From an optimization exercise on the open Yosys and OpenROAD flow, aimed at small area; shortcuts taken in it are not production practice.
Function was checked by simulation only, so behaviour that the tests miss may differ from the original.
Power figures rest on the tool's default switching activity, not on a simulated workload.

==> module brick_color_table, before the edit <==
module brick_color_table #(
   parameter logic [7:0]  DEFAULT_COLOR = 8'hFF,
   parameter logic [15:0] STALL_LIMIT   = 16'd1000
) (
   input  logic       clk,
   input  logic       resetN,
   input  logic       newSeq,
   input  logic [7:0] colorIn,
   input  logic [7:0] colorCount,
   input  logic       rdReq,
   input  logic [7:0] brickIndex,
   output logic [7:0] brickColor,
   output logic       rdValid,
   output logic       tableReady,
   output logic [7:0] fillCount,
   output logic       stallErr
);
   logic       fill_r, ready_r, stall_err_r;
   logic [7:0] fill_count_r;
   logic [7:0] prev_r;
   logic [9:0] stall_r;         
   logic       advance_s, wr_en_s, stall_hit_s, full_s;
   always_ff @(posedge clk) prev_r <= colorCount;
   assign advance_s = (colorCount != prev_r);
   assign wr_en_s   = fill_r & ~newSeq & advance_s;
   assign full_s    = (colorCount == 8'd255);
   function automatic logic [9:0] lfsr_after(input int n);
      logic [9:0] s;
      s = 10'd0;
      for (int k = 0; k < n; k++) s = {s[8:0], ~(s[9] ^ s[6])};
      lfsr_after = s;
   endfunction
   localparam logic [9:0] STALL_LAST = lfsr_after(int'(STALL_LIMIT) - 1);
   always_ff @(posedge clk) begin
      if (newSeq | advance_s) stall_r <= 10'd0;
      else                    stall_r <= {stall_r[8:0], ~(stall_r[9] ^ stall_r[6])};
   end
   assign stall_hit_s = fill_r & ~advance_s & (stall_r == STALL_LAST);
   always_ff @(posedge clk or negedge resetN) begin
      if (!resetN) begin
         fill_r       <= 1'b0;
         ready_r      <= 1'b0;
         stall_err_r  <= 1'b0;
         fill_count_r <= 8'd0;
      end else if (newSeq) begin
         fill_r       <= 1'b1;
         ready_r      <= 1'b0;
         stall_err_r  <= 1'b0;
         fill_count_r <= 8'd0;
      end else begin
         if ((wr_en_s & full_s) | stall_hit_s) begin
            fill_r  <= 1'b0;
            ready_r <= 1'b1;
         end
         if (stall_hit_s) stall_err_r <= 1'b1;
         if (wr_en_s && fill_count_r != 8'd255) fill_count_r <= fill_count_r + 8'd1;
      end
   end
   logic clr_r;
   always_ff @(posedge clk or negedge resetN) begin
      if (!resetN) clr_r <= 1'b1;
      else         clr_r <= 1'b0;
   end
   logic              keep_s;
   assign keep_s = ~clr_r;
   logic [255:0]      we_s, hold_s;
   logic [255:0]      valid_r;
   logic [255:0][7:0] mem_r, mem_d;
   for (genvar e = 0; e < 256; e++) begin : g_entry
      assign we_s[e]   = wr_en_s & (colorCount == 8'(e + 1));
      assign hold_s[e] = ~we_s[e];
      bct_ao22x8 u_ld (.a(we_s[e]), .b(hold_s[e]), .x(colorIn), .y(mem_r[e]), .z(mem_d[e]));
      always_ff @(posedge clk) mem_r[e] <= mem_d[e];
      logic valid_d;
      bct_ao21 u_vld (.a(valid_r[e]), .b(keep_s), .c(we_s[e]), .z(valid_d));
      always_ff @(posedge clk) valid_r[e] <= valid_d;
   end
   logic [127:0]      rd_sel_s;
   logic [255:0][8:0] rd_word_s;
   for (genvar k = 0; k < 128; k++) begin : g_rsel
      assign rd_sel_s[k] = (brickIndex[6:0] == 7'(k));
   end
   for (genvar e = 0; e < 256; e++) begin : g_rword
      assign rd_word_s[e] = {valid_r[e], mem_r[e]};
   end
   localparam int NT = 43;      
   logic [1:0][NT-1:0][8:0] rd_part_n;
   logic [1:0][8:0]         rd_half_s;
   for (genvar h = 0; h < 2; h++) begin : g_half
      for (genvar t = 0; t < 42; t++) begin : g_rd3
         bct_aoi222x9 u_rd (.s0(rd_sel_s[3*t]),   .a(rd_word_s[128*h+3*t]),
                            .s1(rd_sel_s[3*t+1]), .b(rd_word_s[128*h+3*t+1]),
                            .s2(rd_sel_s[3*t+2]), .c(rd_word_s[128*h+3*t+2]),
                            .yn(rd_part_n[h][t]));
      end
      bct_aoi222x9 u_rd_last (.s0(rd_sel_s[126]), .a(rd_word_s[128*h+126]),
                              .s1(rd_sel_s[127]), .b(rd_word_s[128*h+127]),
                              .s2(1'b0),          .c(9'd0),
                              .yn(rd_part_n[h][42]));
      always_comb begin
         rd_half_s[h] = '1;
         for (int t = 0; t < NT; t++) rd_half_s[h] = rd_half_s[h] & rd_part_n[h][t];
         rd_half_s[h] = ~rd_half_s[h];
      end
   end
   logic [8:0] rd_s;
   assign rd_s = brickIndex[7] ? rd_half_s[1] : rd_half_s[0];
   logic [7:0] brick_color_r;
   logic       rd_valid_r;
   always_ff @(posedge clk or negedge resetN) begin
      if (!resetN) begin
         brick_color_r <= DEFAULT_COLOR;
         rd_valid_r    <= 1'b0;
      end else begin
         rd_valid_r <= rdReq;
         if (rdReq) brick_color_r <= (ready_r & rd_s[8]) ? rd_s[7:0] : DEFAULT_COLOR;
      end
   end
   assign brickColor = brick_color_r;
   assign rdValid    = rd_valid_r;
   assign tableReady = ready_r;
   assign fillCount  = fill_count_r;
   assign stallErr   = stall_err_r;
endmodule
==> flow/config.mk <==
export PLATFORM = sky130hd
export DESIGN_NAME = brick_color_table
export DESIGN_NICKNAME = brick_color_table
export VERILOG_FILES = /design/flow/design.v
export SDC_FILE = /design/flow/constraint.sdc
export NUM_CORES = 4
export LEC_CHECK = 0
export CAP_MARGIN = 20
export CORE_MARGIN = 2
export CORE_UTILIZATION = 65
export SLEW_MARGIN = 20
export SYNTH_HIERARCHICAL = 1
export SYNTH_MINIMUM_KEEP_SIZE = 0
==> flow/constraint.sdc <==
create_clock -name core_clock -period 8.0 [get_ports {clk}]
set_input_delay 1.6000 -clock core_clock [delete_from_list [all_inputs] [get_ports {clk}]]
set_output_delay 1.6000 -clock core_clock [all_outputs]
set_load 0.01 [all_outputs]
standard.sh (not shown) runs the stock make flow with config.mk's settings and CLKGATE_MAP_FILE= SYNTH_SCRIPT=/design/flow/synth_recipe.tcl, a recipe that flattens the netlist after the stock synthesis.
==> flow/flow/run.sh <==
#!/bin/bash
set -euo pipefail
export CTS_ARGS="-sink_clustering_enable -repair_clock_nets -dont_use_dummy_load -sink_clustering_size 16 -sink_clustering_max_diameter 45 -buf_list sky130_fd_sc_hd__clkbuf_8"
bash standard.sh > standard_sh.log 2>&1
The first run passed the timing, design-rule and antenna checks.
Change:
--- a/flow/design.v
+++ b/flow/design.v
@@ -73,40 +73,31 @@
       always_ff @(posedge clk) mem_r[e] <= mem_d[e];
       logic valid_d;
       bct_ao21 u_vld (.a(valid_r[e]), .b(keep_s), .c(we_s[e]), .z(valid_d));
       always_ff @(posedge clk) valid_r[e] <= valid_d;
    end
-   logic [127:0]      rd_sel_s;
+   logic [255:0]      rd_sel_s;
    logic [255:0][8:0] rd_word_s;
-   for (genvar k = 0; k < 128; k++) begin : g_rsel
-      assign rd_sel_s[k] = (brickIndex[6:0] == 7'(k));
-   end
-   for (genvar e = 0; e < 256; e++) begin : g_rword
+   for (genvar e = 0; e < 256; e++) begin : g_rsel
+      assign rd_sel_s[e]  = (brickIndex == 8'(e));
       assign rd_word_s[e] = {valid_r[e], mem_r[e]};
    end
-   localparam int NT = 43;      
-   logic [1:0][NT-1:0][8:0] rd_part_n;
-   logic [1:0][8:0]         rd_half_s;
-   for (genvar h = 0; h < 2; h++) begin : g_half
-      for (genvar t = 0; t < 42; t++) begin : g_rd3
-         bct_aoi222x9 u_rd (.s0(rd_sel_s[3*t]),   .a(rd_word_s[128*h+3*t]),
-                            .s1(rd_sel_s[3*t+1]), .b(rd_word_s[128*h+3*t+1]),
-                            .s2(rd_sel_s[3*t+2]), .c(rd_word_s[128*h+3*t+2]),
-                            .yn(rd_part_n[h][t]));
-      end
-      bct_aoi222x9 u_rd_last (.s0(rd_sel_s[126]), .a(rd_word_s[128*h+126]),
-                              .s1(rd_sel_s[127]), .b(rd_word_s[128*h+127]),
-                              .s2(1'b0),          .c(9'd0),
-                              .yn(rd_part_n[h][42]));
-      always_comb begin
-         rd_half_s[h] = '1;
-         for (int t = 0; t < NT; t++) rd_half_s[h] = rd_half_s[h] & rd_part_n[h][t];
-         rd_half_s[h] = ~rd_half_s[h];
-      end
+   localparam int NT = 86;      
+   logic [NT-1:0][8:0] rd_part_n;
+   for (genvar t = 0; t < 85; t++) begin : g_rd3
+      bct_aoi222x9 u_rd (.s0(rd_sel_s[3*t]),   .a(rd_word_s[3*t]),
+                         .s1(rd_sel_s[3*t+1]), .b(rd_word_s[3*t+1]),
+                         .s2(rd_sel_s[3*t+2]), .c(rd_word_s[3*t+2]),
+                         .yn(rd_part_n[t]));
    end
+   bct_nand2x9 u_rd_last (.s(rd_sel_s[255]), .a(rd_word_s[255]), .yn(rd_part_n[85]));
    logic [8:0] rd_s;
-   assign rd_s = brickIndex[7] ? rd_half_s[1] : rd_half_s[0];
+   always_comb begin
+      rd_s = '1;
+      for (int t = 0; t < NT; t++) rd_s = rd_s & rd_part_n[t];
+      rd_s = ~rd_s;
+   end
    logic [7:0] brick_color_r;
    logic       rd_valid_r;
    always_ff @(posedge clk or negedge resetN) begin
       if (!resetN) begin
          brick_color_r <= DEFAULT_COLOR;
@@ -148,5 +139,12 @@
    input  logic [8:0] c,
    output logic [8:0] yn
 );
    assign yn = ~(({9{s0}} & a) | ({9{s1}} & b) | ({9{s2}} & c));
 endmodule
+module bct_nand2x9 (
+   input  logic       s,
+   input  logic [8:0] a,
+   output logic [8:0] yn
+);
+   assign yn = ~({9{s}} & a);
+endmodule
Outcome:
- The new run ran to the end with no violations
- global-route usage increases by 0.32 points
- clock skew increases by 0.0046 ns
- fmax decreases by a few percent
- total power hardly moves
- critical path depth stays the same
- final area decreases slightly

port drivers added, routing unchanged:
The results above use ideal ports. As a check the final layouts listed here were re-extracted and re-timed, cells and wires unchanged.
Step 1 sets driving cells, clkbuf_16 on the clock port and buf_2 on the other inputs (assumed; they add their load-dependent delay and slew).
Step 2 also shifts input and output timing later by t, the mid clock arrival at the registers, as if the neighbouring blocks saw the same clock.
a / b / c = ideal ports / drivers / drivers and shift; a / b = the first two.
| run | shift t [ns] | slack for setup (ns) | worst setup path at the end | clock arrival spread, ns | worst slew at a driven data input, ns |
|---|---|---|---|---|---|
| the first run | 1.001 | 2.296 / 2.223 / 1.222 | input to register | 0.093 / 0.092 | 0.22 |
| the second run | 1.021 | 2.035 / 2.098 / 1.077 | input to register | 0.099 / 0.100 | 0.15 |
After both steps setup and hold are still met in every run listed. The setup slack of the first run, which loses most, moves by -0.073 ns with the drivers and by -1.074 ns with both steps.
